Background: an optimization exercise with open tools, aiming at small area. Do not read the settings as production practice.
Function was checked by simulation only, so behaviour that the tests miss may differ from the original.
Power and IR drop assume default switching activity.

`design/flow/design.v`:
```
package sobol_gen_pkg;
  localparam int MAX_DIMS      = 8;
  localparam int FRACTION_BITS = 32;
  localparam int DIMS_W        = 4;
  localparam int CFG_ADDR_W    = 4;
  localparam int CFG_DATA_W    = 32;
  localparam logic [1:0] REG_DIMS    = 2'd0;
  localparam logic [1:0] REG_RUN_LEN = 2'd1;
  localparam logic [1:0] REG_SEEK    = 2'd2;
endpackage
module sobol_gen_cfg (
  input  logic        clk,
  input  logic        rst_n,
  input  logic        wr_en,
  input  logic [1:0]  reg_sel,
  input  logic [31:0] pwdata,
  input  logic [31:0] next_index,
  output logic [31:0] prdata,
  output logic [3:0]  dims,
  output logic [31:0] run_len
);
  always_ff @(posedge clk) begin
    if (!rst_n) begin
      dims    <= 4'd8;
      run_len <= '1;
    end else if (wr_en) begin
      if (reg_sel == sobol_gen_pkg::REG_DIMS)    dims    <= pwdata[3:0];
      if (reg_sel == sobol_gen_pkg::REG_RUN_LEN) run_len <= pwdata;
    end
  end
  always_comb begin
    case (reg_sel)
      sobol_gen_pkg::REG_DIMS:    prdata = {28'b0, dims};
      sobol_gen_pkg::REG_RUN_LEN: prdata = run_len;
      sobol_gen_pkg::REG_SEEK:    prdata = next_index;
      default:                    prdata = '0;
    endcase
  end
endmodule
module sobol_gen_core (
  input  logic [31:0]  u,
  output logic [255:0] w
);
  logic t32;
  logic t33;
  logic t34;
  logic t35;
  logic t36;
  logic t37;
  logic t38;
  logic t39;
  logic t40;
  logic t41;
  logic t42;
  logic t43;
  logic t44;
  logic t45;
  logic t46;
  logic t47;
  logic t48;
  logic t49;
  logic t50;
  logic t51;
  logic t52;
  logic t53;
  logic t54;
  logic t55;
  logic t56;
  logic t57;
  logic t58;
  logic t59;
  logic t60;
  logic t61;
  logic t62;
  logic t63;
  logic t64;
  logic t65;
  logic t66;
  logic t67;
  logic t68;
  logic t69;
  logic t70;
  logic t71;
  logic t72;
  logic t73;
  logic t74;
  logic t75;
  logic t76;
  logic t77;
  logic t78;
  logic t79;
  logic t80;
  logic t81;
  logic t82;
  logic t83;
  logic t84;
  logic t85;
  logic t86;
  logic t87;
  logic t88;
  logic t89;
  logic t90;
  logic t91;
  logic t92;
  logic t93;
  logic t94;
  logic t95;
  logic t96;
  logic t97;
  logic t98;
  logic t99;
  logic t100;
  logic t101;
  logic t102;
  logic t103;
  logic t104;
  logic t105;
  logic t106;
  logic t107;
  logic t108;
  logic t109;
  logic t110;
  logic t111;
  logic t112;
  logic t113;
  logic t114;
  logic t115;
  logic t116;
  logic t117;
  logic t118;
  logic t119;
  logic t120;
  logic t121;
  logic t122;
  logic t123;
  logic t124;
  logic t125;
  logic t126;
  logic t127;
  logic t128;
  logic t129;
  logic t130;
  logic t131;
  logic t132;
  logic t133;
  logic t134;
  logic t135;
  logic t136;
  logic t137;
  logic t138;
  logic t139;
  logic t140;
  logic t141;
  logic t142;
  logic t143;
  logic t144;
  logic t145;
  logic t146;
  logic t147;
  logic t148;
  logic t149;
  logic t150;
  logic t151;
  logic t152;
  logic t153;
  logic t154;
  logic t155;
  logic t156;
  logic t157;
  logic t158;
  logic t159;
  logic t160;
  logic t161;
  logic t162;
  logic t163;
  logic t164;
  logic t165;
  logic t166;
  logic t167;
  logic t168;
  logic t169;
  logic t170;
  logic t171;
  logic t172;
  logic t173;
  logic t174;
  logic t175;
  logic t176;
  logic t177;
  logic t178;
  logic t179;
  logic t180;
  logic t181;
  logic t182;
  logic t183;
  logic t184;
  logic t185;
  logic t186;
  logic t187;
  logic t188;
  logic t189;
  logic t190;
  logic t191;
  logic t192;
  logic t193;
  logic t194;
  logic t195;
  logic t196;
  logic t197;
  logic t198;
  logic t199;
  logic t200;
  logic t201;
  logic t202;
  logic t203;
  logic t204;
  logic t205;
  logic t206;
  logic t207;
  logic t208;
  logic t209;
  logic t210;
  logic t211;
  logic t212;
  logic t213;
  logic t214;
  logic t215;
  logic t216;
  logic t217;
  logic t218;
  logic t219;
  logic t220;
  logic t221;
  logic t222;
  logic t223;
  logic t224;
  logic t225;
  logic t226;
  logic t227;
  logic t228;
  logic t229;
  logic t230;
  logic t231;
  logic t232;
  logic t233;
  logic t234;
  logic t235;
  logic t236;
  logic t237;
  logic t238;
  logic t239;
  logic t240;
  logic t241;
  logic t242;
  logic t243;
  logic t244;
  logic t245;
  logic t246;
  logic t247;
  logic t248;
  logic t249;
  logic t250;
  logic t251;
  logic t252;
  logic t253;
  logic t254;
  logic t255;
  logic t256;
  logic t257;
  logic t258;
  logic t259;
  logic t260;
  logic t261;
  logic t262;
  logic t263;
  logic t264;
  logic t265;
  logic t266;
  logic t267;
  logic t268;
  logic t269;
  logic t270;
  logic t271;
  logic t272;
  logic t273;
  logic t274;
  logic t275;
  logic t276;
  logic t277;
  logic t278;
  logic t279;
  logic t280;
  logic t281;
  logic t282;
  logic t283;
  logic t284;
  logic t285;
  logic t286;
  logic t287;
  logic t288;
  logic t289;
  logic t290;
  logic t291;
  logic t292;
  logic t293;
  logic t294;
  logic t295;
  logic t296;
  logic t297;
  logic t298;
  logic t299;
  logic t300;
  logic t301;
  logic t302;
  logic t303;
  logic t304;
  logic t305;
  logic t306;
  logic t307;
  logic t308;
  logic t309;
  logic t310;
  logic t311;
  logic t312;
  logic t313;
  logic t314;
  logic t315;
  logic t316;
  logic t317;
  logic t318;
  logic t319;
  logic t320;
  logic t321;
  logic t322;
  logic t323;
  logic t324;
  logic t325;
  logic t326;
  logic t327;
  logic t328;
  logic t329;
  logic t330;
  logic t331;
  logic t332;
  logic t333;
  logic t334;
  logic t335;
  logic t336;
  logic t337;
  logic t338;
  logic t339;
  logic t340;
  logic t341;
  logic t342;
  logic t343;
  logic t344;
  logic t345;
  logic t346;
  logic t347;
  logic t348;
  logic t349;
  logic t350;
  logic t351;
  logic t352;
  logic t353;
  logic t354;
  logic t355;
  logic t356;
  logic t357;
  logic t358;
  logic t359;
  logic t360;
  logic t361;
  logic t362;
  logic t363;
  logic t364;
  logic t365;
  logic t366;
  logic t367;
  logic t368;
  logic t369;
  logic t370;
  logic t371;
  logic t372;
  logic t373;
  logic t374;
  logic t375;
  logic t376;
  logic t377;
  logic t378;
  logic t379;
  logic t380;
  logic t381;
  logic t382;
  logic t383;
  logic t384;
  logic t385;
  logic t386;
  logic t387;
  logic t388;
  logic t389;
  logic t390;
  logic t391;
  logic t392;
  logic t393;
  logic t394;
  logic t395;
  logic t396;
  logic t397;
  logic t398;
  logic t399;
  logic t400;
  logic t401;
  logic t402;
  logic t403;
  logic t404;
  logic t405;
  logic t406;
  logic t407;
  logic t408;
  logic t409;
  logic t410;
  logic t411;
  logic t412;
  logic t413;
  logic t414;
  logic t415;
  logic t416;
  logic t417;
  logic t418;
  logic t419;
  logic t420;
  logic t421;
  logic t422;
  logic t423;
  logic t424;
  logic t425;
  logic t426;
  logic t427;
  logic t428;
  logic t429;
  logic t430;
  logic t431;
  logic t432;
  logic t433;
  logic t434;
  logic t435;
  logic t436;
  logic t437;
  logic t438;
  logic t439;
  logic t440;
  logic t441;
  logic t442;
  logic t443;
  logic t444;
  logic t445;
  logic t446;
  logic t447;
  logic t448;
  logic t449;
  logic t450;
  logic t451;
  logic t452;
  logic t453;
  logic t454;
  logic t455;
  logic t456;
  logic t457;
  logic t458;
  logic t459;
  logic t460;
  logic t461;
  logic t462;
  logic t463;
  logic t464;
  logic t465;
  logic t466;
  logic t467;
  logic t468;
  logic t469;
  logic t470;
  logic t471;
  logic t472;
  logic t473;
  logic t474;
  logic t475;
  logic t476;
  logic t477;
  logic t478;
  logic t479;
  logic t480;
  logic t481;
  logic t482;
  logic t483;
  logic t484;
  logic t485;
  logic t486;
  logic t487;
  logic t488;
  logic t489;
  logic t490;
  logic t491;
  logic t492;
  logic t493;
  logic t494;
  logic t495;
  logic t496;
  logic t497;
  logic t498;
  logic t499;
  logic t500;
  logic t501;
  logic t502;
  logic t503;
  logic t504;
  logic t505;
  logic t506;
  logic t507;
  logic t508;
  logic t509;
  logic t510;
  logic t511;
  logic t512;
  logic t513;
  logic t514;
  logic t515;
  logic t516;
  logic t517;
  logic t518;
  logic t519;
  logic t520;
  logic t521;
  logic t522;
  logic t523;
  logic t524;
  logic t525;
  logic t526;
  logic t527;
  logic t528;
  logic t529;
  logic t530;
  logic t531;
  logic t532;
  logic t533;
  logic t534;
  logic t535;
  logic t536;
  logic t537;
  logic t538;
  logic t539;
  logic t540;
  logic t541;
  logic t542;
  logic t543;
  logic t544;
  logic t545;
  logic t546;
  logic t547;
  logic t548;
  logic t549;
  logic t550;
  logic t551;
  logic t552;
  logic t553;
  logic t554;
  logic t555;
  logic t556;
  logic t557;
  logic t558;
  logic t559;
  logic t560;
  logic t561;
  logic t562;
  logic t563;
  logic t564;
  logic t565;
  logic t566;
  logic t567;
  logic t568;
  logic t569;
  logic t570;
  logic t571;
  logic t572;
  logic t573;
  logic t574;
  logic t575;
  logic t576;
  logic t577;
  logic t578;
  logic t579;
  logic t580;
  logic t581;
  logic t582;
  logic t583;
  logic t584;
  logic t585;
  logic t586;
  logic t587;
  logic t588;
  logic t589;
  logic t590;
  logic t591;
  logic t592;
  logic t593;
  logic t594;
  logic t595;
  logic t596;
  logic t597;
  logic t598;
  logic t599;
  logic t600;
  logic t601;
  logic t602;
  logic t603;
  logic t604;
  logic t605;
  logic t606;
  logic t607;
  logic t608;
  logic t609;
  logic t610;
  logic t611;
  assign t32 = u[30] ^ u[31];
  assign t33 = u[22] ^ u[23];
  assign t34 = u[19] ^ u[27];
  assign t35 = u[28] ^ u[29];
  assign t36 = u[18] ^ u[26];
  assign t37 = u[24] ^ u[25];
  assign t38 = u[17] ^ u[21];
  assign t39 = u[14] ^ u[15];
  assign t40 = u[7] ^ u[13];
  assign t41 = u[16] ^ u[20];
  assign t42 = u[29] ^ u[31];
  assign t43 = t34 ^ t36;
  assign t44 = t32 ^ t33;
  assign t45 = u[8] ^ u[11];
  assign t46 = u[10] ^ u[12];
  assign t47 = u[6] ^ u[9];
  assign t48 = u[21] ^ u[22];
  assign t49 = u[4] ^ u[5];
  assign t50 = u[23] ^ u[31];
  assign t51 = u[15] ^ t34;
  assign t52 = u[27] ^ t32;
  assign t53 = u[13] ^ u[25];
  assign t54 = t35 ^ t40;
  assign t55 = u[11] ^ u[23];
  assign t56 = u[14] ^ t36;
  assign t57 = u[26] ^ u[30];
  assign t58 = u[27] ^ u[31];
  assign t59 = u[18] ^ u[30];
  assign t60 = u[28] ^ t37;
  assign t61 = u[12] ^ t39;
  assign t62 = u[9] ^ t38;
  assign t63 = t33 ^ t41;
  assign t64 = u[21] ^ u[23];
  assign t65 = u[20] ^ t45;
  assign t66 = u[19] ^ u[31];
  assign t67 = u[1] ^ u[3];
  assign t68 = u[17] ^ t37;
  assign t69 = u[30] ^ t35;
  assign t70 = t38 ^ t47;
  assign t71 = u[20] ^ t33;
  assign t72 = u[15] ^ t42;
  assign t73 = u[7] ^ u[11];
  assign t74 = u[24] ^ u[28];
  assign t75 = u[27] ^ u[29];
  assign t76 = u[24] ^ t41;
  assign t77 = u[26] ^ t52;
  assign t78 = u[22] ^ t49;
  assign t79 = u[25] ^ t34;
  assign t80 = u[14] ^ u[22];
  assign t81 = u[13] ^ u[16];
  assign t82 = u[29] ^ t32;
  assign t83 = u[10] ^ u[25];
  assign t84 = t43 ^ t44;
  assign t85 = u[4] ^ u[8];
  assign t86 = u[2] ^ t41;
  assign t87 = u[11] ^ u[12];
  assign t88 = t46 ^ t51;
  assign t89 = u[10] ^ t39;
  assign t90 = u[18] ^ u[19];
  assign t91 = u[6] ^ t65;
  assign t92 = u[21] ^ t44;
  assign t93 = t45 ^ t54;
  assign t94 = u[17] ^ t63;
  assign t95 = t35 ^ t37;
  assign t96 = t33 ^ t39;
  assign t97 = u[8] ^ t47;
  assign t98 = u[20] ^ t48;
  assign t99 = u[5] ^ u[9];
  assign t100 = u[12] ^ u[15];
  assign t101 = t32 ^ t35;
  assign t102 = u[19] ^ u[21];
  assign t103 = t38 ^ t56;
  assign t104 = u[18] ^ t39;
  assign t105 = u[5] ^ t40;
  assign t106 = u[27] ^ t42;
  assign t107 = u[26] ^ t32;
  assign t108 = u[0] ^ t67;
  assign t109 = u[4] ^ u[16];
  assign t110 = t55 ^ t62;
  assign t111 = u[26] ^ t35;
  assign t112 = u[29] ^ u[30];
  assign t113 = u[29] ^ t44;
  assign t114 = u[28] ^ t57;
  assign t115 = u[23] ^ t38;
  assign t116 = u[29] ^ t53;
  assign t117 = u[22] ^ t41;
  assign t118 = u[2] ^ t33;
  assign t119 = u[7] ^ t36;
  assign t120 = u[9] ^ t46;
  assign t121 = u[29] ^ t40;
  assign t122 = t70 ^ t93;
  assign t123 = t43 ^ t61;
  assign t124 = u[8] ^ t35;
  assign t125 = u[3] ^ t73;
  assign t126 = t40 ^ t43;
  assign t127 = u[22] ^ t36;
  assign t128 = t35 ^ t58;
  assign t129 = u[14] ^ u[26];
  assign t130 = u[27] ^ t48;
  assign t131 = u[12] ^ t81;
  assign t132 = u[3] ^ u[8];
  assign t133 = t46 ^ t49;
  assign t134 = u[28] ^ t107;
  assign t135 = u[13] ^ t72;
  assign t136 = u[10] ^ t56;
  assign t137 = t64 ^ t99;
  assign t138 = u[6] ^ u[22];
  assign t139 = u[19] ^ t65;
  assign t140 = u[25] ^ t38;
  assign t141 = u[6] ^ t54;
  assign t142 = t43 ^ t53;
  assign t143 = u[12] ^ t49;
  assign t144 = u[19] ^ t62;
  assign t145 = u[20] ^ u[28];
  assign t146 = u[25] ^ t51;
  assign t147 = u[5] ^ u[6];
  assign t148 = u[10] ^ t86;
  assign t149 = u[30] ^ t75;
  assign t150 = u[24] ^ u[29];
  assign t151 = t46 ^ t85;
  assign t152 = u[17] ^ t42;
  assign t153 = u[10] ^ t70;
  assign t154 = t37 ^ t38;
  assign t155 = t66 ^ t74;
  assign t156 = u[20] ^ t35;
  assign t157 = t45 ^ t68;
  assign t158 = t34 ^ t55;
  assign t159 = t37 ^ t123;
  assign t160 = u[18] ^ t47;
  assign t161 = u[8] ^ t145;
  assign t162 = u[3] ^ t64;
  assign t163 = u[11] ^ t89;
  assign t164 = u[11] ^ t72;
  assign t165 = u[16] ^ t59;
  assign t166 = t77 ^ t95;
  assign t167 = u[18] ^ u[20];
  assign t168 = u[0] ^ u[4];
  assign t169 = t54 ^ t87;
  assign t170 = u[16] ^ t155;
  assign t171 = u[23] ^ t76;
  assign t172 = t32 ^ t60;
  assign t173 = u[1] ^ t91;
  assign t174 = u[13] ^ t55;
  assign t175 = u[22] ^ t57;
  assign t176 = t35 ^ t44;
  assign t177 = u[21] ^ t50;
  assign t178 = t53 ^ t164;
  assign t179 = t60 ^ t103;
  assign t180 = u[21] ^ t97;
  assign t181 = u[13] ^ t124;
  assign t182 = t86 ^ t108;
  assign t183 = u[9] ^ u[17];
  assign t184 = u[28] ^ t58;
  assign t185 = t68 ^ t71;
  assign t186 = t66 ^ t94;
  assign t187 = t46 ^ t78;
  assign t188 = t34 ^ t76;
  assign t189 = u[25] ^ t102;
  assign t190 = t33 ^ t83;
  assign t191 = t40 ^ t109;
  assign t192 = u[15] ^ t58;
  assign t193 = u[5] ^ u[15];
  assign t194 = t49 ^ t83;
  assign t195 = u[20] ^ u[22];
  assign t196 = u[13] ^ t61;
  assign t197 = u[9] ^ t51;
  assign t198 = u[25] ^ t106;
  assign t199 = t42 ^ t64;
  assign t200 = t92 ^ t156;
  assign t201 = t34 ^ t50;
  assign t202 = t42 ^ t79;
  assign t203 = t115 ^ t202;
  assign t204 = t38 ^ t41;
  assign t205 = t84 ^ t95;
  assign t206 = t204 ^ t205;
  assign t207 = u[15] ^ u[31];
  assign t208 = t32 ^ t39;
  assign t209 = t101 ^ t196;
  assign t210 = u[11] ^ t192;
  assign t211 = t77 ^ t163;
  assign t212 = u[9] ^ u[27];
  assign t213 = t178 ^ t212;
  assign t214 = u[13] ^ t39;
  assign t215 = t45 ^ t120;
  assign t216 = t166 ^ t214;
  assign t217 = t215 ^ t216;
  assign t218 = u[7] ^ u[15];
  assign t219 = t50 ^ t218;
  assign t220 = u[6] ^ u[7];
  assign t221 = t39 ^ t44;
  assign t222 = t220 ^ t221;
  assign t223 = t64 ^ t72;
  assign t224 = t105 ^ t223;
  assign t225 = u[20] ^ t49;
  assign t226 = t61 ^ t92;
  assign t227 = t141 ^ t225;
  assign t228 = t226 ^ t227;
  assign t229 = t50 ^ t51;
  assign t230 = t125 ^ t229;
  assign t231 = u[2] ^ u[6];
  assign t232 = t84 ^ t89;
  assign t233 = t125 ^ t231;
  assign t234 = t232 ^ t233;
  assign t235 = t42 ^ t67;
  assign t236 = t105 ^ t110;
  assign t237 = t146 ^ t235;
  assign t238 = t236 ^ t237;
  assign t239 = t37 ^ t39;
  assign t240 = t84 ^ t122;
  assign t241 = t133 ^ t182;
  assign t242 = t239 ^ t240;
  assign t243 = t241 ^ t242;
  assign t244 = u[25] ^ t134;
  assign t245 = t37 ^ t149;
  assign t246 = u[27] ^ t50;
  assign t247 = u[25] ^ u[26];
  assign t248 = t75 ^ t92;
  assign t249 = t247 ^ t248;
  assign t250 = t57 ^ t95;
  assign t251 = t98 ^ t250;
  assign t252 = t42 ^ t189;
  assign t253 = u[20] ^ t59;
  assign t254 = t74 ^ t253;
  assign t255 = t52 ^ t60;
  assign t256 = t115 ^ t167;
  assign t257 = t255 ^ t256;
  assign t258 = t34 ^ t57;
  assign t259 = t94 ^ t150;
  assign t260 = t258 ^ t259;
  assign t261 = u[15] ^ u[23];
  assign t262 = u[13] ^ u[21];
  assign t263 = t96 ^ t262;
  assign t264 = u[12] ^ u[13];
  assign t265 = u[14] ^ t98;
  assign t266 = t264 ^ t265;
  assign t267 = u[15] ^ t102;
  assign t268 = t174 ^ t267;
  assign t269 = t46 ^ t80;
  assign t270 = t167 ^ t269;
  assign t271 = u[17] ^ t71;
  assign t272 = t104 ^ t120;
  assign t273 = t271 ^ t272;
  assign t274 = t45 ^ t80;
  assign t275 = t81 ^ t144;
  assign t276 = t274 ^ t275;
  assign t277 = u[19] ^ t50;
  assign t278 = t73 ^ t277;
  assign t279 = u[10] ^ t59;
  assign t280 = t138 ^ t279;
  assign t281 = u[5] ^ t73;
  assign t282 = t90 ^ t113;
  assign t283 = t153 ^ t281;
  assign t284 = t282 ^ t283;
  assign t285 = t41 ^ t59;
  assign t286 = t78 ^ t124;
  assign t287 = t153 ^ t285;
  assign t288 = t286 ^ t287;
  assign t289 = u[3] ^ t75;
  assign t290 = t110 ^ t193;
  assign t291 = t289 ^ t290;
  assign t292 = u[26] ^ u[28];
  assign t293 = t80 ^ t85;
  assign t294 = t148 ^ t292;
  assign t295 = t293 ^ t294;
  assign t296 = u[1] ^ u[2];
  assign t297 = t93 ^ t129;
  assign t298 = t186 ^ t194;
  assign t299 = t296 ^ t297;
  assign t300 = t298 ^ t299;
  assign t301 = t48 ^ t88;
  assign t302 = t108 ^ t160;
  assign t303 = t172 ^ t191;
  assign t304 = t301 ^ t302;
  assign t305 = t303 ^ t304;
  assign t306 = t35 ^ t57;
  assign t307 = u[25] ^ u[27];
  assign t308 = t35 ^ t307;
  assign t309 = u[21] ^ t33;
  assign t310 = u[19] ^ t48;
  assign t311 = u[23] ^ t90;
  assign t312 = u[15] ^ t186;
  assign t313 = u[14] ^ t33;
  assign t314 = t38 ^ t165;
  assign t315 = t313 ^ t314;
  assign t316 = t38 ^ t117;
  assign t317 = t135 ^ t316;
  assign t318 = t35 ^ t64;
  assign t319 = t90 ^ t131;
  assign t320 = t318 ^ t319;
  assign t321 = u[10] ^ t127;
  assign t322 = u[11] ^ t43;
  assign t323 = t62 ^ t190;
  assign t324 = t322 ^ t323;
  assign t325 = u[10] ^ u[24];
  assign t326 = t43 ^ t45;
  assign t327 = t63 ^ t325;
  assign t328 = t326 ^ t327;
  assign t329 = u[15] ^ t119;
  assign t330 = t144 ^ t190;
  assign t331 = t329 ^ t330;
  assign t332 = u[27] ^ t73;
  assign t333 = t104 ^ t138;
  assign t334 = t332 ^ t333;
  assign t335 = t53 ^ t99;
  assign t336 = t158 ^ t335;
  assign t337 = u[24] ^ t127;
  assign t338 = t151 ^ t337;
  assign t339 = u[24] ^ u[31];
  assign t340 = t38 ^ t126;
  assign t341 = t132 ^ t187;
  assign t342 = t339 ^ t340;
  assign t343 = t341 ^ t342;
  assign t344 = u[30] ^ t47;
  assign t345 = t55 ^ t86;
  assign t346 = t142 ^ t143;
  assign t347 = t344 ^ t345;
  assign t348 = t346 ^ t347;
  assign t349 = u[19] ^ t36;
  assign t350 = t67 ^ t72;
  assign t351 = t157 ^ t187;
  assign t352 = t349 ^ t350;
  assign t353 = t351 ^ t352;
  assign t354 = u[25] ^ t54;
  assign t355 = t104 ^ t130;
  assign t356 = t168 ^ t173;
  assign t357 = t354 ^ t355;
  assign t358 = t356 ^ t357;
  assign t359 = t35 ^ t52;
  assign t360 = u[27] ^ t114;
  assign t361 = u[25] ^ t69;
  assign t362 = u[24] ^ t128;
  assign t363 = t48 ^ t112;
  assign t364 = t156 ^ t177;
  assign t365 = u[29] ^ t34;
  assign t366 = t92 ^ t365;
  assign t367 = t36 ^ t69;
  assign t368 = t98 ^ t367;
  assign t369 = u[17] ^ t50;
  assign t370 = t79 ^ t369;
  assign t371 = u[16] ^ t68;
  assign t372 = t84 ^ t371;
  assign t373 = u[15] ^ u[16];
  assign t374 = t36 ^ t113;
  assign t375 = t154 ^ t373;
  assign t376 = t374 ^ t375;
  assign t377 = t39 ^ t48;
  assign t378 = t69 ^ t188;
  assign t379 = t377 ^ t378;
  assign t380 = u[24] ^ t36;
  assign t381 = t44 ^ t81;
  assign t382 = t380 ^ t381;
  assign t383 = t100 ^ t113;
  assign t384 = t140 ^ t383;
  assign t385 = u[11] ^ t51;
  assign t386 = t43 ^ t163;
  assign t387 = t53 ^ t136;
  assign t388 = t183 ^ t387;
  assign t389 = t131 ^ t157;
  assign t390 = t197 ^ t389;
  assign t391 = u[14] ^ u[23];
  assign t392 = t83 ^ t126;
  assign t393 = t183 ^ t391;
  assign t394 = t392 ^ t393;
  assign t395 = t68 ^ t97;
  assign t396 = t127 ^ t131;
  assign t397 = t395 ^ t396;
  assign t398 = t34 ^ t40;
  assign t399 = t137 ^ t398;
  assign t400 = t71 ^ t126;
  assign t401 = t143 ^ t180;
  assign t402 = t400 ^ t401;
  assign t403 = u[3] ^ u[12];
  assign t404 = t66 ^ t78;
  assign t405 = t91 ^ t119;
  assign t406 = t140 ^ t403;
  assign t407 = t404 ^ t405;
  assign t408 = t406 ^ t407;
  assign t409 = u[3] ^ u[4];
  assign t410 = t52 ^ t68;
  assign t411 = t148 ^ t160;
  assign t412 = t174 ^ t409;
  assign t413 = t410 ^ t411;
  assign t414 = t412 ^ t413;
  assign t415 = t43 ^ t78;
  assign t416 = t100 ^ t116;
  assign t417 = t173 ^ t415;
  assign t418 = t416 ^ t417;
  assign t419 = u[0] ^ t66;
  assign t420 = t125 ^ t133;
  assign t421 = t179 ^ t419;
  assign t422 = t420 ^ t421;
  assign t423 = u[28] ^ u[31];
  assign t424 = u[26] ^ t106;
  assign t425 = u[25] ^ t114;
  assign t426 = t32 ^ t74;
  assign t427 = u[23] ^ t42;
  assign t428 = t69 ^ t130;
  assign t429 = u[20] ^ t50;
  assign t430 = t111 ^ t429;
  assign t431 = t79 ^ t176;
  assign t432 = t36 ^ t37;
  assign t433 = t50 ^ t102;
  assign t434 = t432 ^ t433;
  assign t435 = t59 ^ t185;
  assign t436 = u[26] ^ t82;
  assign t437 = t171 ^ t436;
  assign t438 = t39 ^ t77;
  assign t439 = u[14] ^ t57;
  assign t440 = t116 ^ t439;
  assign t441 = t58 ^ t74;
  assign t442 = t100 ^ t441;
  assign t443 = t39 ^ t55;
  assign t444 = t107 ^ t443;
  assign t445 = u[10] ^ u[26];
  assign t446 = t33 ^ t178;
  assign t447 = t445 ^ t446;
  assign t448 = u[14] ^ u[30];
  assign t449 = t48 ^ t60;
  assign t450 = t120 ^ t448;
  assign t451 = t449 ^ t450;
  assign t452 = t61 ^ t77;
  assign t453 = t161 ^ t452;
  assign t454 = u[23] ^ t121;
  assign t455 = t146 ^ t454;
  assign t456 = t33 ^ t141;
  assign t457 = t159 ^ t456;
  assign t458 = u[13] ^ u[27];
  assign t459 = t33 ^ t87;
  assign t460 = t147 ^ t179;
  assign t461 = t458 ^ t459;
  assign t462 = t460 ^ t461;
  assign t463 = u[4] ^ u[26];
  assign t464 = t37 ^ t63;
  assign t465 = t88 ^ t121;
  assign t466 = t463 ^ t464;
  assign t467 = t465 ^ t466;
  assign t468 = u[3] ^ u[24];
  assign t469 = t47 ^ t56;
  assign t470 = t130 ^ t169;
  assign t471 = t468 ^ t469;
  assign t472 = t470 ^ t471;
  assign t473 = u[2] ^ u[7];
  assign t474 = u[10] ^ u[14];
  assign t475 = u[18] ^ u[29];
  assign t476 = t99 ^ t132;
  assign t477 = t185 ^ t473;
  assign t478 = t474 ^ t475;
  assign t479 = t476 ^ t477;
  assign t480 = t478 ^ t479;
  assign t481 = u[1] ^ t40;
  assign t482 = t70 ^ t85;
  assign t483 = t118 ^ t170;
  assign t484 = t481 ^ t482;
  assign t485 = t483 ^ t484;
  assign t486 = u[0] ^ u[30];
  assign t487 = t54 ^ t79;
  assign t488 = t96 ^ t151;
  assign t489 = t486 ^ t487;
  assign t490 = t488 ^ t489;
  assign t491 = u[25] ^ t101;
  assign t492 = u[23] ^ u[25];
  assign t493 = t33 ^ t37;
  assign t494 = u[31] ^ t37;
  assign t495 = t48 ^ t494;
  assign t496 = u[30] ^ t195;
  assign t497 = t71 ^ t112;
  assign t498 = t189 ^ t497;
  assign t499 = u[23] ^ t59;
  assign t500 = t60 ^ t499;
  assign t501 = u[20] ^ t32;
  assign t502 = t34 ^ t154;
  assign t503 = t501 ^ t502;
  assign t504 = u[17] ^ u[30];
  assign t505 = t43 ^ t117;
  assign t506 = t504 ^ t505;
  assign t507 = u[23] ^ t51;
  assign t508 = t43 ^ t96;
  assign t509 = t38 ^ t96;
  assign t510 = t142 ^ t509;
  assign t511 = u[12] ^ t76;
  assign t512 = t58 ^ t76;
  assign t513 = t87 ^ t512;
  assign t514 = t57 ^ t88;
  assign t515 = t171 ^ t514;
  assign t516 = u[9] ^ u[29];
  assign t517 = t63 ^ t159;
  assign t518 = t516 ^ t517;
  assign t519 = u[24] ^ t62;
  assign t520 = t181 ^ t519;
  assign t521 = t110 ^ t121;
  assign t522 = t46 ^ t63;
  assign t523 = t122 ^ t522;
  assign t524 = t88 ^ t94;
  assign t525 = t147 ^ t181;
  assign t526 = t524 ^ t525;
  assign t527 = u[6] ^ u[20];
  assign t528 = t85 ^ t136;
  assign t529 = t527 ^ t528;
  assign t530 = u[19] ^ u[29];
  assign t531 = t56 ^ t91;
  assign t532 = t162 ^ t194;
  assign t533 = t530 ^ t531;
  assign t534 = t532 ^ t533;
  assign t535 = u[24] ^ t118;
  assign t536 = t122 ^ t129;
  assign t537 = t535 ^ t536;
  assign t538 = u[31] ^ t43;
  assign t539 = t67 ^ t80;
  assign t540 = t109 ^ t169;
  assign t541 = t538 ^ t539;
  assign t542 = t540 ^ t541;
  assign t543 = u[17] ^ t44;
  assign t544 = t45 ^ t119;
  assign t545 = t182 ^ t193;
  assign t546 = t543 ^ t544;
  assign t547 = t545 ^ t546;
  assign t548 = u[25] ^ t128;
  assign t549 = u[24] ^ t149;
  assign t550 = u[23] ^ t111;
  assign t551 = u[22] ^ u[25];
  assign t552 = t184 ^ t551;
  assign t553 = u[28] ^ t177;
  assign t554 = t150 ^ t195;
  assign t555 = u[17] ^ u[29];
  assign t556 = u[16] ^ u[28];
  assign t557 = t32 ^ t90;
  assign t558 = t556 ^ t557;
  assign t559 = u[17] ^ u[18];
  assign t560 = t51 ^ t82;
  assign t561 = t559 ^ t560;
  assign t562 = u[19] ^ t129;
  assign t563 = t152 ^ t562;
  assign t564 = u[28] ^ t53;
  assign t565 = t165 ^ t564;
  assign t566 = u[17] ^ u[24];
  assign t567 = t75 ^ t100;
  assign t568 = t566 ^ t567;
  assign t569 = u[17] ^ u[19];
  assign t570 = t55 ^ t59;
  assign t571 = t116 ^ t569;
  assign t572 = t570 ^ t571;
  assign t573 = u[22] ^ t46;
  assign t574 = t56 ^ t170;
  assign t575 = t573 ^ t574;
  assign t576 = u[21] ^ t42;
  assign t577 = t197 ^ t576;
  assign t578 = u[30] ^ t56;
  assign t579 = t161 ^ t578;
  assign t580 = t40 ^ t79;
  assign t581 = t152 ^ t580;
  assign t582 = t42 ^ t61;
  assign t583 = t180 ^ t188;
  assign t584 = t582 ^ t583;
  assign t585 = t52 ^ t54;
  assign t586 = t56 ^ t65;
  assign t587 = t137 ^ t585;
  assign t588 = t586 ^ t587;
  assign t589 = t60 ^ t62;
  assign t590 = t89 ^ t175;
  assign t591 = t191 ^ t589;
  assign t592 = t590 ^ t591;
  assign t593 = t37 ^ t41;
  assign t594 = t75 ^ t97;
  assign t595 = t162 ^ t196;
  assign t596 = t593 ^ t594;
  assign t597 = t595 ^ t596;
  assign t598 = u[26] ^ t61;
  assign t599 = t74 ^ t105;
  assign t600 = t118 ^ t139;
  assign t601 = t598 ^ t599;
  assign t602 = t600 ^ t601;
  assign t603 = t53 ^ t67;
  assign t604 = t69 ^ t103;
  assign t605 = t139 ^ t603;
  assign t606 = t604 ^ t605;
  assign t607 = u[2] ^ u[9];
  assign t608 = t82 ^ t98;
  assign t609 = t123 ^ t168;
  assign t610 = t607 ^ t608;
  assign t611 = t609 ^ t610;
  assign w[0] = u[31];
  assign w[1] = u[30];
  assign w[2] = u[29];
  assign w[3] = u[28];
  assign w[4] = u[27];
  assign w[5] = u[26];
  assign w[6] = u[25];
  assign w[7] = u[24];
  assign w[8] = u[23];
  assign w[9] = u[22];
  assign w[10] = u[21];
  assign w[11] = u[20];
  assign w[12] = u[19];
  assign w[13] = u[18];
  assign w[14] = u[17];
  assign w[15] = u[16];
  assign w[16] = u[15];
  assign w[17] = u[14];
  assign w[18] = u[13];
  assign w[19] = u[12];
  assign w[20] = u[11];
  assign w[21] = u[10];
  assign w[22] = u[9];
  assign w[23] = u[8];
  assign w[24] = u[7];
  assign w[25] = u[6];
  assign w[26] = u[5];
  assign w[27] = u[4];
  assign w[28] = u[3];
  assign w[29] = u[2];
  assign w[30] = u[1];
  assign w[31] = u[0];
  assign w[32] = u[31];
  assign w[33] = t32;
  assign w[34] = t42;
  assign w[35] = t101;
  assign w[36] = t58;
  assign w[37] = t77;
  assign w[38] = t198;
  assign w[39] = t166;
  assign w[40] = t50;
  assign w[41] = t44;
  assign w[42] = t199;
  assign w[43] = t200;
  assign w[44] = t201;
  assign w[45] = t84;
  assign w[46] = t203;
  assign w[47] = t206;
  assign w[48] = t207;
  assign w[49] = t208;
  assign w[50] = t135;
  assign w[51] = t209;
  assign w[52] = t210;
  assign w[53] = t211;
  assign w[54] = t213;
  assign w[55] = t217;
  assign w[56] = t219;
  assign w[57] = t222;
  assign w[58] = t224;
  assign w[59] = t228;
  assign w[60] = t230;
  assign w[61] = t234;
  assign w[62] = t238;
  assign w[63] = t243;
  assign w[64] = u[31];
  assign w[65] = u[30];
  assign w[66] = t82;
  assign w[67] = t69;
  assign w[68] = t106;
  assign w[69] = t114;
  assign w[70] = t244;
  assign w[71] = t245;
  assign w[72] = t246;
  assign w[73] = t175;
  assign w[74] = t249;
  assign w[75] = t251;
  assign w[76] = t252;
  assign w[77] = t254;
  assign w[78] = t257;
  assign w[79] = t260;
  assign w[80] = t261;
  assign w[81] = t80;
  assign w[82] = t263;
  assign w[83] = t266;
  assign w[84] = t268;
  assign w[85] = t270;
  assign w[86] = t273;
  assign w[87] = t276;
  assign w[88] = t278;
  assign w[89] = t280;
  assign w[90] = t284;
  assign w[91] = t288;
  assign w[92] = t291;
  assign w[93] = t295;
  assign w[94] = t300;
  assign w[95] = t305;
  assign w[96] = u[31];
  assign w[97] = t32;
  assign w[98] = u[29];
  assign w[99] = u[28];
  assign w[100] = t128;
  assign w[101] = t306;
  assign w[102] = t308;
  assign w[103] = t172;
  assign w[104] = u[23];
  assign w[105] = u[22];
  assign w[106] = t309;
  assign w[107] = t71;
  assign w[108] = t310;
  assign w[109] = t311;
  assign w[110] = t115;
  assign w[111] = t117;
  assign w[112] = t312;
  assign w[113] = t315;
  assign w[114] = t317;
  assign w[115] = t320;
  assign w[116] = t158;
  assign w[117] = t321;
  assign w[118] = t324;
  assign w[119] = t328;
  assign w[120] = t331;
  assign w[121] = t334;
  assign w[122] = t336;
  assign w[123] = t338;
  assign w[124] = t343;
  assign w[125] = t348;
  assign w[126] = t353;
  assign w[127] = t358;
  assign w[128] = u[31];
  assign w[129] = u[30];
  assign w[130] = t42;
  assign w[131] = t101;
  assign w[132] = t359;
  assign w[133] = t360;
  assign w[134] = t361;
  assign w[135] = t362;
  assign w[136] = t50;
  assign w[137] = t44;
  assign w[138] = t363;
  assign w[139] = t364;
  assign w[140] = t366;
  assign w[141] = t368;
  assign w[142] = t370;
  assign w[143] = t372;
  assign w[144] = t376;
  assign w[145] = t379;
  assign w[146] = t382;
  assign w[147] = t384;
  assign w[148] = t385;
  assign w[149] = t386;
  assign w[150] = t388;
  assign w[151] = t390;
  assign w[152] = t394;
  assign w[153] = t397;
  assign w[154] = t399;
  assign w[155] = t402;
  assign w[156] = t408;
  assign w[157] = t414;
  assign w[158] = t418;
  assign w[159] = t422;
  assign w[160] = u[31];
  assign w[161] = t32;
  assign w[162] = t112;
  assign w[163] = t423;
  assign w[164] = t52;
  assign w[165] = t424;
  assign w[166] = t425;
  assign w[167] = t426;
  assign w[168] = t427;
  assign w[169] = t176;
  assign w[170] = t428;
  assign w[171] = t430;
  assign w[172] = t431;
  assign w[173] = t434;
  assign w[174] = t435;
  assign w[175] = t437;
  assign w[176] = t192;
  assign w[177] = t438;
  assign w[178] = t440;
  assign w[179] = t442;
  assign w[180] = t444;
  assign w[181] = t447;
  assign w[182] = t451;
  assign w[183] = t453;
  assign w[184] = t455;
  assign w[185] = t457;
  assign w[186] = t462;
  assign w[187] = t467;
  assign w[188] = t472;
  assign w[189] = t480;
  assign w[190] = t485;
  assign w[191] = t490;
  assign w[192] = u[31];
  assign w[193] = t32;
  assign w[194] = t82;
  assign w[195] = u[28];
  assign w[196] = t184;
  assign w[197] = t134;
  assign w[198] = t491;
  assign w[199] = t60;
  assign w[200] = t492;
  assign w[201] = t493;
  assign w[202] = t495;
  assign w[203] = t496;
  assign w[204] = t498;
  assign w[205] = t500;
  assign w[206] = t503;
  assign w[207] = t506;
  assign w[208] = t507;
  assign w[209] = t508;
  assign w[210] = t510;
  assign w[211] = t511;
  assign w[212] = t513;
  assign w[213] = t515;
  assign w[214] = t518;
  assign w[215] = t520;
  assign w[216] = t521;
  assign w[217] = t523;
  assign w[218] = t526;
  assign w[219] = t529;
  assign w[220] = t534;
  assign w[221] = t537;
  assign w[222] = t542;
  assign w[223] = t547;
  assign w[224] = u[31];
  assign w[225] = u[30];
  assign w[226] = u[29];
  assign w[227] = u[28];
  assign w[228] = u[27];
  assign w[229] = t111;
  assign w[230] = t548;
  assign w[231] = t549;
  assign w[232] = t550;
  assign w[233] = t552;
  assign w[234] = t553;
  assign w[235] = t554;
  assign w[236] = t66;
  assign w[237] = t59;
  assign w[238] = t555;
  assign w[239] = t558;
  assign w[240] = t561;
  assign w[241] = t563;
  assign w[242] = t565;
  assign w[243] = t568;
  assign w[244] = t572;
  assign w[245] = t575;
  assign w[246] = t577;
  assign w[247] = t579;
  assign w[248] = t581;
  assign w[249] = t584;
  assign w[250] = t588;
  assign w[251] = t592;
  assign w[252] = t597;
  assign w[253] = t602;
  assign w[254] = t606;
  assign w[255] = t611;
endmodule
module sobol_sequence_generator_top #(
  parameter int NUM_DIMS = 8
) (
  input  logic                                 clk,
  input  logic                                 rst_n,
  input  logic                                 in_valid,
  output logic                                 in_stall,
  input  logic                                 in_restart,
  output logic                                 out_valid,
  input  logic                                 out_stall,
  output logic [31:0]                          out_point_index,
  output logic                                 out_last_point,
  output logic [31:0]                          out_coord_0,
  output logic [31:0]                          out_coord_1,
  output logic [31:0]                          out_coord_2,
  output logic [31:0]                          out_coord_3,
  output logic [31:0]                          out_coord_4,
  output logic [31:0]                          out_coord_5,
  output logic [31:0]                          out_coord_6,
  output logic [31:0]                          out_coord_7,
  input  logic                                 psel,
  input  logic                                 penable,
  input  logic                                 pwrite,
  input  logic [sobol_gen_pkg::CFG_ADDR_W-1:0] paddr,
  input  logic [sobol_gen_pkg::CFG_DATA_W-1:0] pwdata,
  output logic [sobol_gen_pkg::CFG_DATA_W-1:0] prdata,
  output logic                                 pready
);
  logic        in_valid_r, out_valid_r, restart_r, lst, sk;
  logic [31:0] idx;
  logic [3:0]  dims;
  logic [31:0] run_len;
  logic        load, in_take, clr, last, wr_en, seek_we, cin;
  logic [32:0] cy;       
  logic [31:0] nxt;      
  logic [31:0] n_new;    
  logic [31:0] gray;
  logic [255:0] w;
  assign pready  = 1'b1;
  assign wr_en   = psel & penable & pwrite;
  assign seek_we = wr_en & (paddr[3:2] == sobol_gen_pkg::REG_SEEK);
  sobol_gen_cfg u_cfg (
    .clk        (clk),
    .rst_n      (rst_n),
    .wr_en      (wr_en),
    .reg_sel    (paddr[3:2]),
    .pwdata     (pwdata),
    .next_index (lst ? 32'd0 : nxt),
    .prdata     (prdata),
    .dims       (dims),
    .run_len    (run_len)
  );
  assign load     = in_valid_r & (~out_valid_r | ~out_stall);
  assign in_stall = in_valid_r & ~load;
  assign in_take  = in_valid & ~in_stall;
  assign clr      = restart_r | lst;
  assign cin      = ~sk;
  for (genvar i = 0; i <= 32; i++) begin : g_cy
    if (i == 0) begin : g_lo
      assign cy[i] = cin;
    end else begin : g_hi
      assign cy[i] = cin & (&idx[i-1:0]);
    end
  end
  assign nxt   = idx ^ cy[31:0];
  assign n_new = clr ? 32'd0 : nxt;
  assign last  = ({1'b0, n_new} + 33'd1) >= {1'b0, run_len};
  always_ff @(posedge clk) begin
    if (!rst_n) begin
      in_valid_r  <= 1'b0;
      out_valid_r <= 1'b0;
      lst         <= 1'b1;
      sk          <= 1'b0;
    end else begin
      in_valid_r  <= in_take | (in_valid_r & ~load);
      out_valid_r <= load | (out_valid_r & out_stall);
      if (seek_we) begin
        lst <= 1'b0;
        sk  <= 1'b1;
      end else if (load) begin
        lst <= last;
        sk  <= 1'b0;
      end
    end
  end
  always_ff @(posedge clk) begin
    if (in_take) restart_r <= in_restart;
    if (seek_we)   idx <= pwdata;
    else if (load) idx <= n_new;
  end
  assign gray = idx ^ {1'b0, idx[31:1]};
  sobol_gen_core u_core (
    .u (gray),
    .w (w)
  );
  assign out_valid       = out_valid_r;
  assign out_point_index = idx;
  assign out_last_point  = lst;
  assign out_coord_0     = (dims > 4'd0) ? w[0*32 +: 32] : 32'd0;
  assign out_coord_1     = (dims > 4'd1) ? w[1*32 +: 32] : 32'd0;
  assign out_coord_2     = (dims > 4'd2) ? w[2*32 +: 32] : 32'd0;
  assign out_coord_3     = (dims > 4'd3) ? w[3*32 +: 32] : 32'd0;
  assign out_coord_4     = (dims > 4'd4) ? w[4*32 +: 32] : 32'd0;
  assign out_coord_5     = (dims > 4'd5) ? w[5*32 +: 32] : 32'd0;
  assign out_coord_6     = (dims > 4'd6) ? w[6*32 +: 32] : 32'd0;
  assign out_coord_7     = (dims > 4'd7) ? w[7*32 +: 32] : 32'd0;
endmodule
```
`design/flow/flow/run.sh`:
```
#!/bin/bash
# The standard layout (standard.sh: ORFS with the standard flow's config), except that
# the port buffers buffer_ports inserts are the smallest buffer, buf_1,
# instead of the tool's default pick. Every port still gets its buffer.
set -euo pipefail
bash standard.sh 'BUFFER_PORTS_ARGS=-buffer_cell sky130_fd_sc_hd__buf_1' finish > orfs_make.log 2>&1
```
`design/flow/standard.sh`:
```
#!/bin/bash
# synth_recipe.tcl (not shown) runs the flow's synth.tcl, then flattens the netlist and writes it again
# the make line also repeats each setting of config.mk as NAME=value (left out here)
make -C /OpenROAD-flow-scripts/flow DESIGN_CONFIG=/design/flow/config.mk WORK_HOME=/design/flow/orfs CLKGATE_MAP_FILE= SYNTH_SCRIPT=/design/flow/synth_recipe.tcl "${@:-finish}"
```
`design/flow/config.mk`:
```
export PLATFORM = sky130hd
export DESIGN_NAME = sobol_sequence_generator_top
export DESIGN_NICKNAME = sobol_sequence_generator_top
export VERILOG_FILES = /design/flow/design.v
export SDC_FILE = /design/flow/constraint.sdc
export NUM_CORES = 4
export LEC_CHECK = 0
export CAP_MARGIN = 0
export CORE_MARGIN = 2
export CORE_UTILIZATION = 40
export PLACE_DENSITY = 0.6
export SLEW_MARGIN = 0
```
`design/flow/constraint.sdc`:
```
create_clock -name core_clock -period 7.0 [get_ports {clk}]
set_input_delay 1.4000 -clock core_clock [delete_from_list [all_inputs] [get_ports {clk}]]
set_output_delay 1.4000 -clock core_clock [all_outputs]
set_load 0.01 [all_outputs]
```
==> summary.md, run 1 <==
| Metric | Value |
|---|---|
| Filler instances | around 3300 |
| Slew @ Worst Pin | approximately 1200 ps |
| Fraction of layout cells with a size suffix above 1 | 6.30% |
| CP Capture Point | out_coord_1[31] |
| Final setup fails | 0 |
| N_diodes | 0 |
| CP Cell Sequence | ha_1 > buf_4 > xor2_4 > xor2_4 > xnor2_1 > xnor2_2 > xnor3_1 > nor2_1 > buf_1 |
| Most frequent cells in the layout | xnor2_1 (465), buf_1 (364), nor2_1 (265) |
| CTS tree | done |
| Max Cap Viol | 0 |
| Synth area leaders | xnor2_1 (32%), xor2_1 (10%), nor2_1 (7.8%) |
| Drt drc | 0 |
| Worst reg2reg setup slack | between 1500 and 2000 ps |
| Crit path top cell by count | xor2_4 |
| Worst path max stage delay | 930 ps |
| Met2 wire len | 26200 um |
| Ys async rst share | 0% |
| Critical path depth | 9 |
| Synth-to-layout area growth | 16.6% |
| CP Launch Type | flop |
| Vias | 12900 |
| Crit path time final | ~5600 ps |
| Post-CTS Hold Fix Bufs | 0 |
| Drt pass-1 iters | 5 |
| Initial Util | 40.8% |
| Initial antenna violation count | 1 |
| Critical path required time | between 5000 and 6000 ps |
| Pins Over Slew Limit | 0 |
| Share of the yosys chip area belonging to registers | 13.9% |
| Vias per cell | 5.38 |
| Clock sink total | 73 |
| Htree depth | 3 |
| Commonest register cell after synthesis | dfxtp_1 |
| Fin. Hold Viols | 0 |
| Met3 Routed Length | around 3600 um |
| Post-CTS Setup Bufs | 0 |
| Clock slew at reported path FFs | 60 ps |
| Status | complete, no violations |
| Critical path peak fanout | 13 |
| Endpoint type of the worst setup path | output pin |
| Final HPWL DP | 42900 um |
| DR top layer | met5 |
| Max Clock Skew | 7.97 ps |
| Routed WL | 55900 um |
| Fmax | 178 MHz |
| CTS max path bufs | 2 |
| Critical path startpoint | idx[27] |
| Clock latency (worst-skew pair) | approximately 340 ps |
| Port buffer count | 364 |
| Die height | 184 um |
| Power per Cell Area | between 300 and 400 nW/um^2 |
| Ports | 368 |
| GRT Residual Overflow | 0 |
| Pre-CTS WS | 1780 ps |
| CP arrival | 4210 ps |
| Post-Synthesis Cells | 1688 |
| Crit share post-route | 80.1% |
| Worst R2R End | lst |
| Metal-1 WL | 23100 um |
| Setup CP Type | flop to output pin |
| Mean Syn Cell Area | around 7.7 um^2 |
| Standard-cell row count | 65 |
| Top cell type's share of synthesized area | 31.9% |
| Yosys cell types | 66 |
| Peak supply drop | 0.190 mV |
| Core region area | 31700 um^2 |
| Unrepaired setup endpoints after global routing | false |
| Slew margin rel. | 18.8% |
| Reg-to-reg startpoint | idx[10] |
| Setup ws final | 1390 ps |
| EDFF count, synth | 33 |
| Drt wl/cell | 23.3 um |
| Gr usage total | 32.2% |
| Top Family by Delay on Critical Path | XOR/XNOR gates |
| Die W | 184 um |
| Cts repair resizes | 0 |
| Worst reg-to-reg path cell count | 16 |
| First-pass GRT wire length | around 80000 um |
| Worst path slowest cell | edfxtp_1 |
| Commonest non-fill, non-tap cell in the layout | xnor2_1 |
| Synth Net Count | 1781 |
| Synth warn | 2 |
| CTS buffer count | 9 |
| Lkg Pwr | roughly 5.6 nW |
| Root Driver | clkbuf_16 |
| Setup TNS | 0 ps |
| Hold crit path type | flop to flop |
| Die ar. | 33800 um^2 |
| Cell type with the largest total area after synthesis | xnor2_1 |
| Synth Cell Area | 12900 um^2 |
| Crit path buffers/inverters | 2 |
| Final nets | 2087 |
| Routability cong. | 0.978 |
| Drt first-iter violations | 917 |
| Detail Route Antenna Nets | 0 |
| Vias in the first global route | 12500 |
| Yosys reg bits | 73 |
| Largest net degree at the start of global routing | 52 |
worst min path at each step:
| stage | start | to | slack (ps) | cells after the start |
|---|---|---|---|---|
| global route | u_cfg.run_len[22] | u_cfg.run_len[22] | 550 | 2 |
| global placement | u_cfg.run_len[7] | u_cfg.run_len[7] | 510 | 2 |
| detailed placement | u_cfg.run_len[6] | u_cfg.run_len[6] | 510 | 2 |
| floorplan | u_cfg.run_len[0] | u_cfg.run_len[0] | 490 | 2 |
| finish | u_cfg.run_len[0] | u_cfg.run_len[0] | 520 | 2 |
| CTS | u_cfg.run_len[22] | u_cfg.run_len[22] | 530 | 2 |
area by class of cell:
cell class | count | area [um^2] | share of cell area (%)
clock inverters | 5 | 31.3 | 0.208
multi-input cells | 1446 | 10600 | 70.1
inverters | 49 | 184 | 1.22
clock buffers | 11 | 243 | 1.61
flip-flops and latches | 73 | 1790 | 11.9
repair buffers | 415 | 1750 | 11.6
well taps | 402 | 503 | 3.34
cell families (layout without fill, tap and decap cells):
kind of cell    Yosys count  after routing  share of synthesized area [%]
other cells               1              1                         0.0290
flops                    73             73                           13.9
buf+inv                 169            480                           5.24
fa+ha+maj                52             52                           4.97
xor+xnor                650            650                           46.3
compound gates          168            168                           8.40
simple gates            553            553                           19.5
mux                      22             22                           1.77
worst reg2reg max path: stages (launching register included):
cell,delay (ps)
edfxtp_1,690
ha_1,620
nand4b_1,370
nor4_1,670
xnor2_1,280
nor4b_1,350
nand4_1,230
a2111o_1,460
nand3_1,110
ha_1,250
o21a_1,170
o21ai_0,140
nand2b_1,110
a21boi_0,130
a31oi_1,160
a31o_2,170
o41ai_1,60
synth_stat cells (10+ instances only):
cell,n
nand4_1,25
a21oi_1,19
inv_1,45
nor2_1,268
xor2_1,154
o21ai_0,57
and2_1,12
nand3_1,14
nor3_1,16
xnor2_1,471
xnor2_2,14
buf_1,16
ha_1,49
a21o_1,11
o211ai_1,36
dfxtp_1,40
buf_2,19
edfxtp_1,33
clkbuf_1,81
and3_1,10
mux2i_1,15
nor2b_1,30
nand2_1,123
through the flow:
step	area, um^2	cells	util, %	power [W]	hold slack [ps]
floorplan	12900	1688	-	0.00312	486
global placement	14800	2385	46.7	0.00438	506
detailed placement	14800	2385	46.7	0.00439	513
CTS	15100	2401	47.5	0.00482	526
global route	15100	2401	47.5	0.00514	548
finish	15100	2401	47.5	0.00484	524
power breakdown:
group	leakage [nW]	internal, W	total (W)	switching [W]
registers	0.647	0.000464	0.000503	0.0000393
clock network	0.135	0.000248	0.000427	0.000179
logic	4.87	0.00151	0.00391	0.00239
total	5.65	0.00223	0.00484	0.00261
flip-flops by register name (all words and copies together) (netlist names):
register / count
in_valid_r: 1
restart_r: 1
out_valid_r: 1
u_cfg.dims: 4
sk: 1
idx: 32
u_cfg.run_len: 32
lst: 1
per-layer routing:
layer	up-vias	global-route usage (%)
met5	-	0
met4	2	16.2
met3	146	3.61
met2	632	55.1
met1	6046	40.0
li1	6082	-
==> run 2, diff against run 1 <==
==> design/flow/flow/run.sh (replaced) <==
#!/bin/bash
# The standard layout (standard.sh: ORFS with the standard flow's config), except that
# the port buffers buffer_ports inserts are the smallest buffer, buf_1,
# instead of the tool's default pick. Every port still gets its buffer.
# After global routing, cells on paths with slack are downsized (RECOVER_POWER).
set -euo pipefail
bash standard.sh 'BUFFER_PORTS_ARGS=-buffer_cell sky130_fd_sc_hd__buf_1' RECOVER_POWER=100 finish > orfs_make.log 2>&1
--- a/design/flow/config.mk
+++ b/design/flow/config.mk
@@ -6,7 +6,7 @@
 export NUM_CORES = 4
 export LEC_CHECK = 0
-export CAP_MARGIN = 0
+export CAP_MARGIN = 20
 export CORE_MARGIN = 2
 export CORE_UTILIZATION = 40
 export PLACE_DENSITY = 0.6
-export SLEW_MARGIN = 0
+export SLEW_MARGIN = 20
==> summary.md, run 2 <==
| Metric | Value |
|---|---|
| Post-CTS Setup Bufs | 0 (unchanged) |
| Htree depth | 3 (unchanged) |
| DR top layer | met5 |
| Cts repair resizes | 0 (unchanged) |
| CP Launch Type | flop |
| Slew margin rel. | -126% (-140 points) |
| Met2 wire len | 26300 um (+0.45%) |
| Clock latency (worst-skew pair) | 340 ps (about the same) |
| CP arrival | 4850 ps (+640 ps) |
| Standard-cell row count | 65 (unchanged) |
| Pins Over Slew Limit | 330 (+330) |
| Ports | 368 (unchanged) |
| Top-count cell post-synth | xnor2_1 |
| Clock slew at reported path FFs | 60 ps (about the same) |
| Ys async rst share | 0% (unchanged) |
| Routability cong. | 0.978 (unchanged) |
| Gr usage total | 32.2% (unchanged) |
| Initial antenna violation count | 1 (unchanged) |
| Synth Net Count | 1781 (unchanged) |
| Critical path required time | 5600 ps (about the same) |
| Drt drc | 0 (unchanged) |
| First-pass GRT wire length | 80400 um (unchanged) |
| Vias | 12900 (+0.039%) |
| Root Driver | clkbuf_16 |
| Cell type with the largest total area after synthesis | xnor2_1 |
| Unrepaired setup endpoints after global routing | false |
| CTS buffer count | 9 (unchanged) |
| Commonest non-fill, non-tap cell in the layout | xnor2_1 |
| Fin. Hold Viols | 0 (unchanged) |
| Yosys reg bits | 73 (unchanged) |
| Synth Cell Area | 12900 um^2 (unchanged) |
| Share of the yosys chip area belonging to registers | 13.9% (unchanged) |
| Die height | 184 um (unchanged) |
| Fmax | 160 MHz (-10%) |
| Core region area | 31700 um^2 (unchanged) |
| Yosys cell types | 66 (unchanged) |
| CTS max path bufs | 2 (unchanged) |
| Commonest register cell after synthesis | dfxtp_1 |
| Setup CP Type | flop to output pin |
| Routed WL | 56000 um (+0.20%) |
| Power per Cell Area | 324 nW/um^2 (+1.0%) |
| Crit path time final | 6250 ps (+641 ps) |
| Drt first-iter violations | 954 (+4.0%) |
| CTS tree | done |
| Drt wl/cell | 23.3 um (+0.20%) |
| EDFF count, synth | 33 (unchanged) |
| Crit share post-route | 89.3% (+9.2 points) |
| Commonest cells post-synth | xnor2_1 (471), nor2_1 (268), xor2_1 (154) |
| Max Cap Viol | 12 (+12) |
| Vias per cell | 5.38 (about the same) |
| Post-CTS Hold Fix Bufs | 0 (unchanged) |
| GRT Residual Overflow | 0 (unchanged) |
| Synth area leaders | xnor2_1 (32%), xor2_1 (10%), nor2_1 (7.8%) |
| Post-Synthesis Cells | 1688 (unchanged) |
| Die W | 184 um (unchanged) |
| Detail Route Antenna Nets | 0 (unchanged) |
| Final HPWL DP | 42900 um (unchanged) |
| Pre-CTS WS | 1780 ps (unchanged) |
| Die ar. | 33800 um^2 (unchanged) |
| SO Viols | capacitance limit, slew limit |
| Status | failed layout checks |
| Setup TNS | 0 ps (unchanged) |
| Critical path peak fanout | 12 (-1) |
| Setup ws final | 751 ps (-641 ps) |
| Worst reg2reg setup slack | 1930 ps (about the same) |
| Clock sink total | 73 (unchanged) |
| Initial Util | 40.8% (unchanged) |
| Most frequent cells in the layout | xnor2_1 (474), buf_1 (362), nor2_1 (267) |
| Drt pass-1 iters | 5 (unchanged) |
| Synth-to-layout area growth | 14.9% |
| Port buffer count | 364 (unchanged) |
| Slew @ Worst Pin | 3370 ps (+2160 ps) |
| Synth warn | 2 (unchanged) |
| N_diodes | 0 (unchanged) |
| Endpoint type of the worst setup path | output pin |
| Met3 Routed Length | 3620 um (+1.7%) |
| Fraction of layout cells with a size suffix above 1 | 4.05% (-2.3 points) |
| Mean Syn Cell Area | 7.66 um^2 (unchanged) |
| Largest registers | idx (32), u_cfg.run_len (32), u_cfg.dims (4) |
| Final setup fails | 0 (unchanged) |
| Top cell type's share of synthesized area | 31.9% (unchanged) |
| Largest net degree at the start of global routing | 52 (unchanged) |
| Final nets | 2087 (unchanged) |
| Max Clock Skew | 7.60 ps (-0.366 ps) |
| Peak supply drop | 0.190 mV (about the same) |
| Metal-1 WL | 23200 um (+0.46%) |
| Hold crit path type | flop to flop |
| Vias in the first global route | 12500 (unchanged) |
| Lkg Pwr | 5.51 nW (-2.5%) |
run 2: final timing paths:
path	start	endpoint	depth (start not counted)
setup reg to reg	idx[10]	lst	16
setup / recovery	idx[10]	out_coord_5[31]	8
hold reg to reg	u_cfg.run_len[0]	u_cfg.run_len[0]	2
hold / removal	u_cfg.run_len[0]	u_cfg.run_len[0]	2
run 2: critical path, cell delays in order, from the launching register on:
cell,delay [ps]
edfxtp_1,620
ha_1,720
xnor2_1,1640
xor2_1,300
xnor2_1,460
xnor2_1,130
xnor2_1,310
nor2_1,70
buf_1,230
run 2: through the flow:
stage / hold slack, ps / std cells / total power, W / area, um^2 / util [%]
after floorplan: 486 / 1688 / 0.00312 / 12900 / -
after global routing: 548 / 2401 / 0.00511 / 14900 / 46.8
after CTS: 526 / 2401 / 0.00482 / 15100 / 47.5
after global placement: 506 / 2385 / 0.00438 / 14800 / 46.7
after detailed placement: 513 / 2385 / 0.00439 / 14800 / 46.7
final: 524 / 2401 / 0.00482 / 14900 / 46.8
run 2: cell families (layout without fill, tap and decap cells):
group,count (synthesis),in the layout,synth area share [%]
xor gates and xnor gates,650,650,46.3
AOI/OAI and AO/OA,168,168,8.40
buffers and inverters,169,480,5.24
adders and majority gates,52,52,4.97
other,1,1,0.0290
muxes,22,22,1.77
and+or+nand+nor,553,553,19.5
DFF,73,73,13.9
run 2: final cells by class:
class / count / area, um^2
Multi-Input combinational cell: 1446 / 10400
Inverter: 49 / 184
Tap cell: 402 / 503
Timing Repair Buffer: 415 / 1660
Clock buffer: 11 / 243
Clock inverter: 5 / 31.3
Sequential cell: 73 / 1790
Fill cell: 3353 / 16900
run 2: layer usage:
metal | GRT usage, % | vias to the layer above
met4 | 16.2 | 2
met2 | 55.1 | 643
li1 | - | 6066
met3 | 3.61 | 136
met5 | 0 | -
met1 | 40.0 | 6066
run 2: power by group:
group          switching (W)  total (W)  internal (W)
clock network       0.000183   0.000431      0.000248
logic                0.00239    0.00388       0.00149
registers          0.0000387   0.000503      0.000464
total                0.00261    0.00482       0.00221

==> afterwards: timing with drivers on the ports <==
In the flow no input, the clock included, has a driving cell. The finished layouts below were timed again as built, in two steps. Step 1 (the two cells are an assumption about what drives the block):
set clk [get_ports {clk}]
set_driving_cell -lib_cell sky130_fd_sc_hd__clkbuf_16 $clk
set_driving_cell -lib_cell sky130_fd_sc_hd__buf_2 [delete_from_list [all_inputs] $clk]
Step 2 adds t to the input delays and takes it off the output delays; t is the mean of the earliest and latest rising clock arrival at the registers after step 1. Input paths then give back, and output paths get back, about the clock's delay inside the block. a / b / c = ideal / step 1 / step 2; a / b = the first two.
| run | t, ns | slack for setup (ns) | hold WS [ns] | worst setup path at the end | latest minus earliest clock arrival (ns) |
|---|---|---|---|---|---|
| run 1 | 0.371 | 1.392 / 1.353 / 1.724 | 0.524 / 0.524 / 0.524 | register to output | 0.008 / 0.008 |
| run 2 | 0.370 | 0.751 / 0.714 / 0.678 | 0.524 / 0.524 / 0.524 | input to register | 0.008 / 0.007 |
The setup slack of run 2, which loses most, moves by -0.037 ns with the drivers and by -0.073 ns with both steps.
